This design comes from an exercise in tuning for small area and a short achievable clock period on the open sky130 flow, not from production work.
Function was checked by simulation only, so behaviour that the tests miss may differ from the original.
Power figures rest on the tool's default switching activity, not on a simulated workload.

File: flow/design.v
package apb_pkg;
    typedef enum logic {
        IDLE   = 1'b0,
        ACCESS = 1'b1
    } state_t;
    localparam int unsigned DATA_W          = 32;
    localparam int unsigned ADDR_W          = 8;
    localparam int unsigned WAIT_W          = 4;
    localparam int unsigned PROT_CNT_W      = 8;
    localparam int unsigned WAIT_CFG_OFFSET = 2;
    localparam int unsigned ID_OFFSET       = 1;
    localparam logic [DATA_W-1:0] ID_VALUE_DEFAULT = 32'hA5B0_0001;
endpackage
module apb_rd_mux
#(
    parameter int unsigned N    = 30,
    parameter int unsigned W    = 32,
    parameter int unsigned WW   = 4,
    parameter logic [W-1:0] KVAL = '0
) (
    input  logic [N-1:0]   sel,
    input  logic [N*W-1:0] din,
    input  logic           sel_w,
    input  logic [WW-1:0]  wdin,
    input  logic           sel_k,
    output logic [W-1:0]   dout_n
);
    localparam int unsigned G = N / 3;
    for (genvar b = 0; b < W; b++) begin : g_bit
        localparam int unsigned XW = (b < WW) ? 1 : 0;
        localparam int unsigned XK = KVAL[b] ? 1 : 0;
        localparam int unsigned T  = G + XW + XK;
        localparam int unsigned P0 = (T + 2) / 3;
        localparam int unsigned P1 = (T + 1) / 3;
        localparam int unsigned P2 = T / 3;
        logic [T-1:0] grp_n;
        for (genvar g = 0; g < G; g++) begin : g_grp
            apb_aoi222 u_aoi (
                .a0 (sel[3*g]),   .b0 (din[(3*g)*W + b]),
                .a1 (sel[3*g+1]), .b1 (din[(3*g+1)*W + b]),
                .a2 (sel[3*g+2]), .b2 (din[(3*g+2)*W + b]),
                .y  (grp_n[g])
            );
        end
        if (XW) begin : g_xw
            assign grp_n[G] = !(sel_w && wdin[b % WW]);
        end
        if (XK) begin : g_xk
            assign grp_n[G+XW] = !sel_k;
        end
        logic [2:0] part;
        apb_nand #(.N(P0)) u_nand0 (.a(grp_n[P0-1:0]),        .y(part[0]));
        apb_nand #(.N(P1)) u_nand1 (.a(grp_n[P0+P1-1:P0]),    .y(part[1]));
        apb_nand #(.N(P2)) u_nand2 (.a(grp_n[T-1:P0+P1]),     .y(part[2]));
        apb_nor3 u_nor (.a(part[0]), .b(part[1]), .c(part[2]), .y(dout_n[b]));
    end
endmodule
module apb_nand
#(
    parameter int unsigned N = 4
) (
    input  logic [N-1:0] a,
    output logic         y
);
    assign y = !(&a);
endmodule
module apb_nor3
(
    input  logic a, b, c,
    output logic y
);
    assign y = !(a || b || c);
endmodule
module apb_aoi222
(
    input  logic a0, b0, a1, b1, a2, b2,
    output logic y
);
    assign y = !((a0 && b0) || (a1 && b1) || (a2 && b2));
endmodule
module apb_row_upd
#(
    parameter int unsigned W = 32
) (
    input  logic         we,
    input  logic         hold,
    input  logic [W-1:0] q,
    input  logic [W-1:0] wd,
    output logic [W-1:0] d
);
    assign d = ({W{hold}} & q) | ({W{we}} & wd);
endmodule
module apb_regbank_slave
#(
    parameter int unsigned       NUM_REGS     = 32,
    parameter logic [apb_pkg::DATA_W-1:0] ID_VALUE     = apb_pkg::ID_VALUE_DEFAULT,
    parameter int unsigned       WAIT_DEFAULT = 0
) (
    input  logic                  apb_clk,
    input  logic                  sys_reset,
    input  logic                  apb_selx,
    input  logic                  apb_en,
    input  logic                  apb_write,
    input  logic [apb_pkg::ADDR_W-1:0]     apb_addr,
    input  logic [apb_pkg::DATA_W-1:0]     apb_wdata,
    output logic [apb_pkg::DATA_W-1:0]     apb_rdata,
    output logic                  apb_ready,
    output logic                  apb_slverr,
    output logic [apb_pkg::PROT_CNT_W-1:0] prot_err_cnt
);
    localparam int unsigned DW       = apb_pkg::DATA_W;
    localparam int unsigned WW       = apb_pkg::WAIT_W;
    localparam int unsigned WAIT_IDX = NUM_REGS - apb_pkg::WAIT_CFG_OFFSET;
    localparam int unsigned ID_IDX   = NUM_REGS - apb_pkg::ID_OFFSET;
    localparam int unsigned GP_REGS  = NUM_REGS - 2;
    logic                         state;       
    logic                         armed;       
    logic [WW-1:0]                wait_cnt;
    logic [WW-1:0]                wait_cfg;
    logic [apb_pkg::ADDR_W-1:0]   cap_addr;
    logic                         cap_write;
    logic [DW-1:0]                cap_wdata;
    logic [DW-1:0]                rd_qn;       
    logic                         err_q;
    logic [DW-1:0]                regs [GP_REGS];
    logic [GP_REGS-1:0]           valid;
    logic setup, go, ready_c;
    assign setup   = !state && apb_selx && !apb_en;
    assign go      = apb_selx && apb_en;
    assign ready_c = armed && go;
    always_ff @(posedge apb_clk or negedge sys_reset) begin
        if (!sys_reset) begin
            state <= 1'b0;
            armed <= 1'b0;
        end else if (setup) begin
            state <= 1'b1;
            armed <= (wait_cfg == '0);
        end else if (state && !(apb_selx && !apb_en)) begin
            state <= apb_selx && !armed;
            armed <= apb_selx && (wait_cnt == WW'(1));
        end
    end
    always_ff @(posedge apb_clk) begin
        if (setup)
            wait_cnt <= wait_cfg;
        else if (state && go)
            wait_cnt <= wait_cnt - WW'(1);
    end
    logic [NUM_REGS-1:0] a_dec, c_dec;
    logic                a_hi, c_hi;
    always_comb begin
        for (int i = 0; i < NUM_REGS; i++) begin
            a_dec[i] = (apb_addr[4:0] == 5'(i));
            c_dec[i] = (cap_addr[4:0] == 5'(i));
        end
    end
    assign a_hi = |apb_addr[apb_pkg::ADDR_W-1:5];
    assign c_hi = |cap_addr[apb_pkg::ADDR_W-1:5];
    logic [GP_REGS-1:0]    rd_sel;
    logic [GP_REGS*DW-1:0] rd_din;
    logic [DW-1:0]         rd_cn;
    always_comb begin
        for (int i = 0; i < GP_REGS; i++) begin
            rd_sel[i] = !a_hi && a_dec[i] && valid[i];
            rd_din[i*DW +: DW] = regs[i];
        end
    end
    apb_rd_mux #(.N(GP_REGS), .W(DW), .WW(WW), .KVAL(ID_VALUE)) u_rd_mux (
        .sel   (rd_sel),
        .din   (rd_din),
        .sel_w (!a_hi && a_dec[WAIT_IDX]),
        .wdin  (wait_cfg),
        .sel_k (!a_hi && a_dec[ID_IDX] && !apb_write),
        .dout_n (rd_cn)
    );
    always_ff @(posedge apb_clk) begin
        if (!state) begin
            cap_addr  <= apb_addr;
            cap_write <= apb_write;
            cap_wdata <= apb_wdata;
            rd_qn     <= rd_cn;
            err_q     <= a_hi || (apb_write && a_dec[ID_IDX]);
        end
    end
    logic wr_arm;
    assign wr_arm = armed && cap_write && !c_hi;
    for (genvar i = 0; i < GP_REGS; i++) begin : g_reg
        logic we;
        assign we = wr_arm && c_dec[i] && go;
        always_ff @(posedge apb_clk or negedge sys_reset) begin
            if (!sys_reset) valid[i] <= 1'b0;
            else if (we)    valid[i] <= 1'b1;
        end
        logic [DW-1:0] d;
        apb_row_upd #(.W(DW)) u_upd (
            .we   (we),
            .hold (!we),
            .q    (regs[i]),
            .wd   (cap_wdata),
            .d    (d)
        );
        always_ff @(posedge apb_clk) regs[i] <= d;
    end
    always_ff @(posedge apb_clk or negedge sys_reset) begin
        if (!sys_reset)
            wait_cfg <= WW'(WAIT_DEFAULT);
        else if (wr_arm && c_dec[WAIT_IDX] && go)
            wait_cfg <= cap_wdata[WW-1:0];
    end
    assign apb_ready  = ready_c;
    assign apb_rdata  = ~rd_qn;
    assign apb_slverr = err_q;
    logic                  violation_c;
    logic [apb_pkg::PROT_CNT_W-1:0] err_cnt;
    assign violation_c = state ? (!apb_selx || apb_write != cap_write || apb_addr != cap_addr)
                               : (apb_selx && apb_en);
    always_ff @(posedge apb_clk or negedge sys_reset) begin
        if (!sys_reset) begin
            err_cnt <= '0;
        end else if (violation_c && err_cnt != '1) begin
            err_cnt <= err_cnt + apb_pkg::PROT_CNT_W'(1);
        end
    end
    assign prot_err_cnt = err_cnt;
endmodule
File: flow/flow/run.sh
#!/bin/bash
# The standard layout, with plain buffers (not delay cells) on the ports.
set -euo pipefail
export BUFFER_PORTS_ARGS="-buffer_cell sky130_fd_sc_hd__buf_2"
bash standard.sh > standard.log 2>&1
File: flow/standard.sh
#!/bin/bash
# synth_recipe.tcl (not shown) runs the flow's synth.tcl, then flattens the netlist and writes it again
# the make line also repeats each setting of config.mk as NAME=value (left out here)
make -C /OpenROAD-flow-scripts/flow DESIGN_CONFIG=/design/flow/config.mk WORK_HOME=/design/flow/orfs CLKGATE_MAP_FILE= SYNTH_SCRIPT=/design/flow/synth_recipe.tcl "${@:-finish}"
File: flow/config.mk
export PLATFORM = sky130hd
export DESIGN_NAME = apb_regbank_slave
export DESIGN_NICKNAME = apb_regbank_slave
export VERILOG_FILES = /design/flow/design.v
export SDC_FILE = /design/flow/constraint.sdc
export NUM_CORES = 4
export LEC_CHECK = 0
export CAP_MARGIN = 20
export CORE_MARGIN = 2
export CORE_UTILIZATION = 55
export CTS_BUF_LIST = sky130_fd_sc_hd__clkbuf_8
export CTS_CLUSTER_DIAMETER = 60
export CTS_CLUSTER_SIZE = 16
export SETUP_SLACK_MARGIN = 2.8
export SLEW_MARGIN = 20
export SYNTH_HIERARCHICAL = 1
File: flow/constraint.sdc
create_clock -name core_clock -period 5.5 [get_ports {apb_clk}]
set_input_delay 1.1000 -clock core_clock [delete_from_list [all_inputs] [get_ports {apb_clk}]]
set_output_delay 1.1000 -clock core_clock [all_outputs]
set_load 0.01 [all_outputs]
==> run_results.csv, run 1 <==
group,metric,value,unit
grt,grt_util_met2,0.586,
critical_path,path_max_fanout,16,
synthesis,synth-edff-count,78,
synthesis,synth_most_common_cell,"dfxtp_1",
grt,busiest_layer,"met2",
clock_network,clk_pin_slew,0.11,ns
critical_path,required,6.08,ns
hold_path,hp-class,"input pin to asynchronous set/reset pin",
synthesis,synth_area_leaders,"dfxtp_1 (49%), a22o_1 (20%), a222oi_1 (8.2%)",
drt,vias,31492,
die,rows,97,
placement,gp_congestion,0.859,
grt,antenna_found_initial,4,
die,die_y,270,um
grt,grt_max_degree,45,
critical_path,crit_buf_inv,2,
placement,dpl.hpwl,81700,um
synthesis,synth_warnings,9,
clock_network,ctsHoldBuffers,0,
sta,worst_pin_slew,0.867,ns
critical_path,critPathKind,"input pin to flop",
die,die-area,72900,um2
clock_network,root_buffer,"clkbuf_8",
drt,viasPerCell,7.65,
pwr,leakage,16.3,nW
critical_path,cpLargestDelayFamily,"simple AND/OR/NAND/NOR gates",
drt,wl_per_cell,36.8,um
cells_and_area,area_growth,7.42,%
sta,skew,0.0333,ns
sta,final_hold_viol_count,0,
critical_path,critPathLaunchType,"input pin",
sta,setup_tns,0,ns
placement,io_buffer_count,86,
synthesis,synth_cell_type_count,47,
synthesis,syn_area,38900,um2
die,start_util,0.555,
sta,finalCriticalPeriod,2.92,ns
grt,met1_usage,0.521,
cells_and_area,nFillCells,5758,
cells_and_area,multi_input_area,14600,um2
cells_and_area,drive_above_1_share,0.176,
critical_path,path_cells,"buf_2, nor2b_1, buf_4, and3_4, a222oi_1, nand4_1, nor3_2",
critical_path,ff2ff_setup_slack,2.84,ns
critical_path,worst_setup_path_end_kind,"flop",
synthesis,avgSynthCellArea,13.1,um2
clock_network,cts_made_buffers,79,
synthesis,async_reset_ff_frac,0.0407,
clock_network,cts_tree,"done",
grt,use_met3,0.110,
synthesis,ys_seq_area_frac,0.583,
clock_network,clk_path_buf_depth,3,
pwr,p_total,12.9,mW
critical_path,max_stage_delay,0.75,ns
drt,antenna_left,0,
sta,finalSetupViolations,0,
clock_network,htreeDepth,3,
synthesis,synth_seq_cells,1082,
synthesis,synth_common_cells,"dfxtp_1 (960), a22o_1 (900), a222oi_1 (320), buf_6 (182), edfxtp_1 (78)",
grt,grt_usage,0.397,
sta,slew_viol_final,0,
critical_path,critPathSlowestCell,"a222oi_1",
cells_and_area,seq_area,22700,um2
grt,grt_pass1_wl,214000,um
synthesis,syn_nets,3013,
grt,overflow,0,
die,boundaryPins,87,
die,die_w,270,um
sta,period_share,0.531,
grt,grt_pass1_vias,29874,
pwr,p_per_area,308,nW/um2
drt,drt_iter0_drc,6351,
drt,wirelength,151000,um
drt,drc,0,
drt,drt_pre_antenna_iters,10,
clock_network,numClockSinks,1082,
synthesis,synthCells,2965,
synthesis,synth_ff_type,"dfxtp_1",
job,cap_violations,0,
cells_and_area,finalNetCount,3173,
run_status,status,"finished clean",
die,coreArea,70000,um2
synthesis,synth_top_cell_by_area,"dfxtp_1",
sta,rsz0062_at_grt,"true",
critical_path,worstPathArrival,3.50,ns
synthesis,yosys.area.top_type_share,0.494,
pwr,vdd_drop_max,0.000247,V
sta,slew_headroom,0.422,
clock_network,insertion_delay,0.75,ns
sta,max_freq,0.343,GHz
[metal layers]
metal / up-vias / share of wire / wire length [um]
li1: 12703 / - / -
met1: 16020 / 0.38 / 57900
met2: 2337 / 0.43 / 65100
met3: 430 / 0.12 / 18500
met4: 2 / 0.066 / 10000
met5: - / 0.000086 / 13
[worst reg2reg max path, delay by kind of cell, from the launching register on]
family                 cells  cell delay (ns)
AOI/OAI and AO/OA          1             0.22
and+or+nand+nor            3             0.53
DFF                        1             0.45
buffers and inverters      4             1.36
[modules after synthesis (local to each module, per instance), excerpt]
module	flops+latches	cell area, um2	cells
apb_nor3	0	10.0	1
apb_aoi222	0	10.0	1
apb_regbank_slave	1082	24300	1372
[repair_timing]
| item | 4_1_cts | 5_1_grt |
|---|---|---|
| pin swaps | 30 | 19 |
| setup endpoints to repair | 440 | 342 |
| buffers inserted | 21 | 24 |
| gates cloned | 27 | 6 |
| resized for setup | 88 | 26 |
[cells in the final DEF, fill, tap and decap left out, drive strengths merged, types with 3 or more instances in the layout]
master    count
nor2         22
o21ai         4
or2           9
nor2b         5
xor2          9
ha            3
nand2b       25
edfxtp       78
a41oi         3
clkinv        4
mux2          7
nand4        46
and3         66
a222oi      320
a21oi         5
dfxtp       960
nand3        71
inv          86
clkinvlp     21
dfrtp        44
a22o        960
nand2        34
and2          5
nor3         41
clkbuf       87
xnor2         6
buf         233
[state kept, by name, summed over array words and instances, names as in the netlist]
signal and count:
armed 1, cap_addr 8, cap_wdata 32, cap_write 1, err_cnt 8, err_q 1, rd_qn 32, regs 960
state 1, valid 30, wait_cfg 4, wait_cnt 4
[power by group]
group          leakage [nW]  switching, mW  total [mW]  internal [mW]
clock network         0.836           2.64        4.15           1.51
registers              9.02          0.104        8.16           8.05
logic                  6.48          0.390       0.562          0.173
total                  16.3           3.13        12.9           9.74
[worst paths after layout]
check | start | to | cells past startpoint
min | sys_reset | err_cnt[7] | 2
min reg2reg | regs[29][21] | regs[29][21] | 1
min in group core_clock | regs[29][21] | regs[29][21] | 1
max reg2reg | armed | regs[0][11] | 8
max | apb_addr[1] | rd_qn[30] | 7
max in group asynchronous | sys_reset | valid[20] | 2
[per-stage QoR]
step	utilization	instance area [um2]	instances	setup WS, ns	hold WS, ns
final	0.597	41800	4114	2.58	0.439
after global routing	0.597	41800	4114	2.79	0.477
after CTS	0.592	41500	4083	2.78	0.437
after detailed placement	0.561	39300	3906	1.44	0.443
after global placement	0.561	39300	3905	1.42	0.440
after floorplan	-	39000	2965	2.77	0.425
[kinds of logic (layout without fill, tap and decap cells)]
kind of cell               count (synthesis)  in the layout  share of synthesized area
and+or+nand+nor                          305            337                     0.0477
AOI/OAI and AO/OA                       1296           1296                      0.303
other                                      0              1                          0
adders and majority gates                  3              3                   0.000965
DFF                                     1082           1082                      0.583
buffers and inverters                    256            432                     0.0599
xor gates and xnor gates                  15             15                    0.00338
muxes                                      8              8                    0.00228
[cell type report]
| type | instances | area share |
|---|---|---|
| tap | 940 | 0.0282 |
| sequential | 1082 | 0.542 |
| clock inverter | 42 | 0.00500 |
| multi-input combinational | 1659 | 0.349 |
| clock buffer | 87 | 0.0287 |
| timing repair buffer | 233 | 0.0392 |
| inverter | 69 | 0.00779 |
| timing repair inverter | 1 | 0.000180 |
| antenna | 1 | 0.0000599 |
==> run 2, diff against run 1 <==
--- a/flow/config.mk
+++ b/flow/config.mk
@@ -12,5 +12,5 @@
 export CTS_CLUSTER_DIAMETER = 60
 export CTS_CLUSTER_SIZE = 16
 export SETUP_SLACK_MARGIN = 2.8
-export SLEW_MARGIN = 20
+export SLEW_MARGIN = 50
 export SYNTH_HIERARCHICAL = 1
==> run_results.csv, run 2 <==
group,metric,value,unit
synthesis,yosys.area.top_type_share,0.494,
die,die-area,72900,um2
synthesis,ys_seq_area_frac,0.583,
drt,antenna_left,0,
synthesis,synth_common_cells,"dfxtp_1 (960), a22o_1 (900), a222oi_1 (320), buf_6 (182), edfxtp_1 (78)",
cells_and_area,final_cells,4122,
synthesis,synth_most_common_cell,"dfxtp_1",
cells_and_area,area_growth,8.10,%
die,die_w,270,um
job,cap_violations,0,
critical_path,worst_setup_path_end_kind,"flop",
sta,slew_headroom,0.491,
placement,gp_congestion,0.859,
clock_network,insertion_delay,0.74,ns
clock_network,cts_tree,"done",
grt,grt_pass1_wl,214000,um
hold_path,hp-class,"input pin to asynchronous set/reset pin",
cells_and_area,final_common_cell,"dfxtp_1",
drt,wirelength,151000,um
grt,grt_pass1_vias,30034,
cells_and_area,seq_area,22700,um2
synthesis,synthAdderAreaFrac,0.000965,
pwr,pwr-share-seq,0.627,
synthesis,synth_area_leaders,"dfxtp_1 (49%), a22o_1 (20%), a222oi_1 (8.2%)",
sta,max_freq,0.360,GHz
sta,period_share,0.505,
placement,dp.cells,3907,
clock_network,clk_pin_slew,0.09,ns
die,coreArea,70000,um2
run_status,status,"finished clean",
pwr,leakage,16.4,nW
synthesis,synth_compound_area_frac,0.303,
cells_and_area,drive_above_1_share,0.179,
cells_and_area,finalNetCount,3178,
sta,final_hold_viol_count,0,
die,die_y,270,um
pwr,vdd_drop_max,0.000335,V
placement,dpl.hpwl,81800,um
critical_path,path_max_fanout,16,
grt,met1_usage,0.525,
sta,worst_pin_slew,0.764,ns
drt,drc,0,
critical_path,required,6.07,ns
clock_network,htreeDepth,3,
sta,finalSetupViolations,0,
synthesis,synth_warnings,9,
synthesis,async_reset_ff_frac,0.0407,
die,start_util,0.555,
cells_and_area,top_regs,"regs: 960 flops, cap_wdata: 32 flops, rd_qn: 32 flops",
grt,grt_util_met2,0.589,
sta,rsz0062_at_grt,"true",
synthesis,synth_ff_type,"dfxtp_1",
synthesis,synth_cell_type_count,47,
clock_network,numClockSinks,1082,
synthesis,synthCells,2965,
drt,viasPerCell,7.63,
placement,io_buffer_count,86,
pwr,swShare,0.242,
synthesis,synth_top_family_by_area,"compound AO/OA/AOI/OAI gates",
synthesis,avgSynthCellArea,13.1,um2
critical_path,critPathKind,"input pin to flop",
synthesis,synth-edff-count,78,
synthesis,synth_top_cell_by_area,"dfxtp_1",
pwr,pwr-share-clk,0.329,
die,boundaryPins,87,
critical_path,critPathLaunchType,"input pin",
pwr,power_frac_comb,0.043,
grt,grt_max_degree,45,
synthesis,synth_seq_cells,1082,
cells_and_area,multi_input_area,14500,um2
grt,grt_usage,0.396,
pwr,p_per_area,309,nW/um2
synthesis,syn_nets,3013,
drt,wl_per_cell,36.7,um
drt,drt_pre_antenna_iters,10,
cells_and_area,largest-register,"regs",
grt,overflow,0,
cells_and_area,nFillCells,5727,
sta,slew_viol_final,0,
cells_and_area,most-common-layout-cells,"dfxtp_1 (960), a22o_1 (900), a222oi_1 (320)",
grt,antenna_found_initial,7,
synthesis,syn_area,38900,um2
synthesis,synth_xor_area_frac,0.00338,
drt,vias,31468,
die,rows,97,
sta,setup_tns,0,ns
critical_path,worstPathArrival,3.35,ns
drt,drt_iter0_drc,5975,
synthesis,synthMuxAreaShare,0.00228,
pwr,p_switching,3.14,mW
grt,busiest_layer,"met2",
sta,skew,0.0308,ns
clock_network,root_buffer,"clkbuf_8",
sta,finalCriticalPeriod,2.78,ns
clock_network,clk_path_buf_depth,3,
cells_and_area,largest_reg_flops,960,
clock_network,cts_made_buffers,81,
synthesis,synth-simple-area-share,0.0477,
pwr,p_int,9.86,mW
grt,use_met3,0.105,
==> run 2: changes by cell type in the layout (fill, tap and decap cells not counted), moves of 4 or more <==
cell	delta
buf_4	-13
clkinvlp_4	-5
inv_4	+4
buf_12	+13
inv_1	-4
==> run 2: repair_timing <==
action | in CTS | in global routing
setup endpoints to repair | 421 | 319
hold buffers | 0 | 0
gates cloned | 26 | 5
pin swaps | 34 | 22
gates resized for setup | 61 | 25
buffers inserted | 18 | 27
==> run 2: cells by family after synthesis <==
| kind of cell | after synthesis |
|---|---|
| buffers and inverters | 256 |
| xor gates and xnor gates | 15 |
| and+or+nand+nor | 305 |
| AOI/OAI and AO/OA | 1296 |
| DFF | 1082 |
| muxes | 8 |
| adders and majority gates | 3 |
==> run 2: layout make-up <==
class,count,area share
clock inverter,43,0.00661
tap,940,0.0280
timing repair buffer,238,0.0440
sequential,1082,0.539
multi-input combinational,1658,0.346
inverter,69,0.00765
clock buffer,88,0.0288
antenna,4,0.000238
==> run 2: modules after synthesis (local to each module, per instance), excerpt <==
module             cells  flip-flops and latches  copies in the design
apb_regbank_slave   1372                    1082                     1
apb_aoi222             1                       0                   320
apb_nor3               1                       0                    32
==> run 2: worst paths after layout <==
kind / start / end / slack, ns / cells past startpoint
worst max-delay path: apb_addr[1] / rd_qn[15] / 2.72 / 8
worst min-delay path: sys_reset / err_cnt[4] / 0.45 / 2
worst max register to register: cap_addr[4] / regs[18][8] / 2.78 / 6
worst min register to register: regs[26][3] / regs[26][3] / 0.49 / 1
max in group asynchronous: sys_reset / valid[17] / 4.60 / 2
min in group core_clock: regs[26][3] / regs[26][3] / 0.49 / 1
==> run 2: per-stage QoR <==
stage | area [um2] | hold WS, ns | utilization | worst slack, ns | total power, mW
global placement | 39300 | 0.440 | 0.561 | 1.42 | 8.83
global route | 42000 | 0.473 | 0.600 | 2.78 | 13.4
finish | 42000 | 0.449 | 0.600 | 2.72 | 13.0
CTS | 41600 | 0.435 | 0.594 | 2.77 | 13.0
detailed placement | 39400 | 0.444 | 0.563 | 1.70 | 8.86
floorplan | 39000 | 0.425 | - | 2.77 | 8.59
==> run 2: layer usage <==
metal	vias to the layer above	part of all wire
met2	2334	0.43
met1	15955	0.38
met5	-	0.00016
met4	4	0.064
li1	12735	-
met3	440	0.12
==> run 2: power by group through the flow <==
stage / logic (mW) / clock network (mW) / registers, mW
finish: 0.564 / 4.28 / 8.16
global route: 0.588 / 4.60 / 8.17
floorplan: 0.178 / 0 / 8.41
detailed placement: 0.529 / 0 / 8.33
CTS: 0.545 / 4.30 / 8.15
global placement: 0.505 / 0 / 8.33
==> run 2: critical path: stages <==
cell	delay [ns]
buf_2	0.15
nor2b_1	0.14
buf_4	0.26
and3_4	0.29
buf_12	0.17
a222oi_1	0.57
nand4_1	0.41
nor3_2	0.25
==> run 3, diff against run 2 <==
--- a/flow/config.mk
+++ b/flow/config.mk
@@ -7,7 +7,7 @@
 export LEC_CHECK = 0
 export CAP_MARGIN = 20
 export CORE_MARGIN = 2
-export CORE_UTILIZATION = 55
+export CORE_UTILIZATION = 60
 export CTS_BUF_LIST = sky130_fd_sc_hd__clkbuf_8
 export CTS_CLUSTER_DIAMETER = 60
 export CTS_CLUSTER_SIZE = 16
==> run_results.csv, run 3 <==
group,metric,value,unit
synthesis,synth_xor_area_frac,0.00338,
synthesis,synth_common_cells,"dfxtp_1 (960), a22o_1 (900), a222oi_1 (320), buf_6 (182), edfxtp_1 (78)",
run_status,status,"finished clean",
cells_and_area,drive_above_1_share,0.184,
die,coreArea,64200,um2
pwr,p_total,12.7,mW
sta,skew,0.0308,ns
grt,overflow,0,
cells_and_area,final_cells,4061,
sta,period_share,0.508,
clock_network,root_buffer,"clkbuf_8",
cells_and_area,final_util,0.657,
placement,dpl_cell_area,39300,um2
cells_and_area,nFillCells,4901,
synthesis,synth_most_common_cell,"dfxtp_1",
synthesis,async_reset_ff_frac,0.0407,
critical_path,worstPathArrival,3.26,ns
pwr,p_switching,3.07,mW
critical_path,path_max_fanout,16,
pwr,pwr-share-seq,0.643,
drt,vias,31856,
synthesis,synth_compound_area_frac,0.303,
pwr,leakage,16.6,nW
synthesis,synth-simple-area-share,0.0477,
pwr,swShare,0.242,
clock_network,insertion_delay,0.73,ns
critical_path,worst_setup_path_end_kind,"flop",
synthesis,synth-edff-count,78,
synthesis,ys_seq_area_frac,0.583,
clock_network,clk_pin_slew,0.10,ns
synthesis,synth_ff_type,"dfxtp_1",
grt,antenna_found_initial,6,
die,die_w,259,um
pwr,pwr-share-clk,0.311,
clock_network,cts_made_buffers,79,
synthesis,synth_area_leaders,"dfxtp_1 (49%), a22o_1 (20%), a222oi_1 (8.2%)",
drt,viasPerCell,7.84,
cells_and_area,largest_reg_flops,960,
clock_network,htreeDepth,3,
pwr,p_per_area,301,nW/um2
pwr,power_frac_comb,0.045,
drt,drt_iter0_drc,6490,
cells_and_area,most-common-layout-cells,"dfxtp_1 (960), a22o_1 (900), a222oi_1 (320)",
cells_and_area,seq_area,22700,um2
drt,drt_pre_antenna_iters,9,
die,start_util,0.606,
synthesis,synth_cell_type_count,47,
synthesis,syn_area,38900,um2
drt,wl_per_cell,36.0,um
pwr,p_int,9.61,mW
synthesis,synth_top_family_by_area,"compound AO/OA/AOI/OAI gates",
synthesis,synthAdderAreaFrac,0.000965,
drt,antenna_left,0,
clock_network,clk_path_buf_depth,3,
sta,slew_headroom,0.436,
clock_network,ctsHoldBuffers,0,
die,die_y,259,um
sta,final_hold_viol_count,0,
sta,worst_pin_slew,0.847,ns
drt,drc,0,
placement,gp_congestion,0.866,
synthesis,synth_top_cell_by_area,"dfxtp_1",
cells_and_area,area_growth,8.44,%
placement,dpl.hpwl,77300,um
grt,grt_pass1_vias,30162,
sta,finalCriticalPeriod,2.80,ns
synthesis,synth_warnings,9,
synthesis,avgSynthCellArea,13.1,um2
pwr,vdd_drop_max,0.000280,V
sta,slew_viol_final,0,
cells_and_area,final_common_cell,"dfxtp_1",
die,rows,93,
synthesis,syn_nets,3013,
die,die-area,66900,um2
synthesis,synth_seq_cells,1082,
cells_and_area,largest-register,"regs",
cells_and_area,multi_input_area,14600,um2
synthesis,yosys.area.top_type_share,0.494,
grt,grt_max_degree,45,
cells_and_area,top_regs,"regs: 960 flops, cap_wdata: 32 flops, rd_qn: 32 flops",
sta,rsz0062_at_grt,"true",
critical_path,critPathKind,"input pin to flop",
job,cap_violations,0,
clock_network,cts_tree,"done",
grt,grt_pass1_wl,209000,um
clock_network,numClockSinks,1082,
synthesis,synthMuxAreaShare,0.00228,
grt,grt_usage,0.424,
sta,setup_tns,0,ns
sta,max_freq,0.358,GHz
sta,finalSetupViolations,0,
drt,wirelength,146000,um
synthesis,synthCells,2965,
critical_path,required,5.97,ns
placement,dp.cells,3814,
critical_path,critPathLaunchType,"input pin",
hold_path,hp-class,"input pin to asynchronous set/reset pin",
cells_and_area,stdcell_area,42200,um2
placement,io_buffer_count,86,
die,boundaryPins,87,
cells_and_area,finalNetCount,3214,
## run 3: cell counts after synthesis
No cell type changed its count.
## run 3: cell families after synthesis
| logic type | count (synthesis) |
|---|---|
| flops | 1082 |
| compound gates | 1296 |
| buf+inv | 256 |
| fa+ha+maj | 3 |
| simple gates | 305 |
| mux | 8 |
| xor+xnor | 15 |
## run 3: per-stage QoR
step	hold slack [ns]	setup WS (ns)
4_1_cts	0.350	2.80
3_5_place_dp	0.454	1.68
2_1_floorplan	0.425	2.77
3_3_place_gp	0.441	1.52
6_report	0.364	2.70
5_1_grt	0.367	2.77
## run 3: final cells by class
type                       count  share of cell area
multi-input combinational   1656               0.346
tap                          855              0.0254
antenna                        1           0.0000593
timing repair buffer         278              0.0535
clock buffer                  81              0.0264
sequential                  1082               0.537
clock inverter                39             0.00409
inverter                      69             0.00754
## run 3: critical path, cell delays in order
cell,delay [ns]
buf_8,0.10
nor3_4,0.28
buf_6,0.15
nand2b_4,0.10
buf_4,0.16
nor2_4,0.33
and3_4,0.46
a222oi_1,0.19
nand4_1,0.29
nor3_2,0.08
## run 3: power groups by stage
| stage | clock network, mW | logic [mW] | registers, mW |
|---|---|---|---|
| global placement | 0 | 0.500 | 8.32 |
| CTS | 3.96 | 0.546 | 8.15 |
| finish | 3.95 | 0.574 | 8.16 |
| detailed placement | 0 | 0.523 | 8.33 |
| floorplan | 0 | 0.178 | 8.41 |
| global route | 4.23 | 0.597 | 8.17 |
## run 3: worst paths after layout
kind                             startpoint      endpoint  slack (ns)  cells past startpoint
worst max-delay path            apb_addr[5]      rd_qn[2]        2.70                     10
worst min-delay path              sys_reset         armed        0.36                      1
worst max register to register  cap_addr[6]  regs[24][31]        2.85                      8
worst min register to register  regs[8][24]   regs[8][24]        0.49                      1
max in group asynchronous         sys_reset     valid[14]        4.71                      1
min in group core_clock         regs[8][24]   regs[8][24]        0.49                      1
## run 3: per-layer routing
metal  share of wire  routed length, um  GRT usage
met3            0.14              20100      0.140
met5         0.00049                 71          0
met4           0.071              10400      0.268
met2            0.42              61300      0.609
met1            0.37              54300      0.553
## run 3: Yosys stat by module, one instance, submodules excluded, excerpt
module / times used / flip-flops and latches
apb_nor3: 32 / 0
apb_aoi222: 320 / 0
apb_regbank_slave: 1 / 1082
## run 3: what timing repair did
| action | CTS | global route |
|---|---|---|
| resized for setup | 74 | 26 |
| setup endpoints to repair | 315 | 252 |
| setup buffers | 47 | 42 |
| gates cloned | 29 | 0 |
| pin swaps | 22 | 20 |

what the ideal ports hide:
How much do the figures lean on ideal ports? The routed layouts below were timed once more, with nothing changed but the port constraints.
Step 1 assumes that a clkbuf_16 drives the clock port and a buf_2 every other input.
Step 2, shift: input delay + t, output delay - t, t = (earliest + latest rising clock arrival at the registers) / 2. This alone moves slack from input paths to output paths.
Three values: no drivers, after step 1, after step 2; two values: the first two.
| run | t, ns | setup slack, ns | worst hold slack (ns) | latest minus earliest clock arrival (ns) |
|---|---|---|---|---|
| run 1 | 0.796 | 2.582 / 2.619 / 1.823 | 0.439 / 0.400 / 0.493 | 0.036 / 0.036 |
| run 2 | 0.789 | 2.725 / 2.762 / 1.973 | 0.449 / 0.410 / 0.491 | 0.034 / 0.034 |
| run 3 | 0.778 | 2.704 / 2.729 / 1.951 | 0.364 / 0.339 / 0.492 | 0.032 / 0.032 |
After both steps setup and hold are still met in every run listed. For run 1, which loses most, drivers alone change the setup slack by +0.037 ns; drivers and shift together by -0.759 ns.
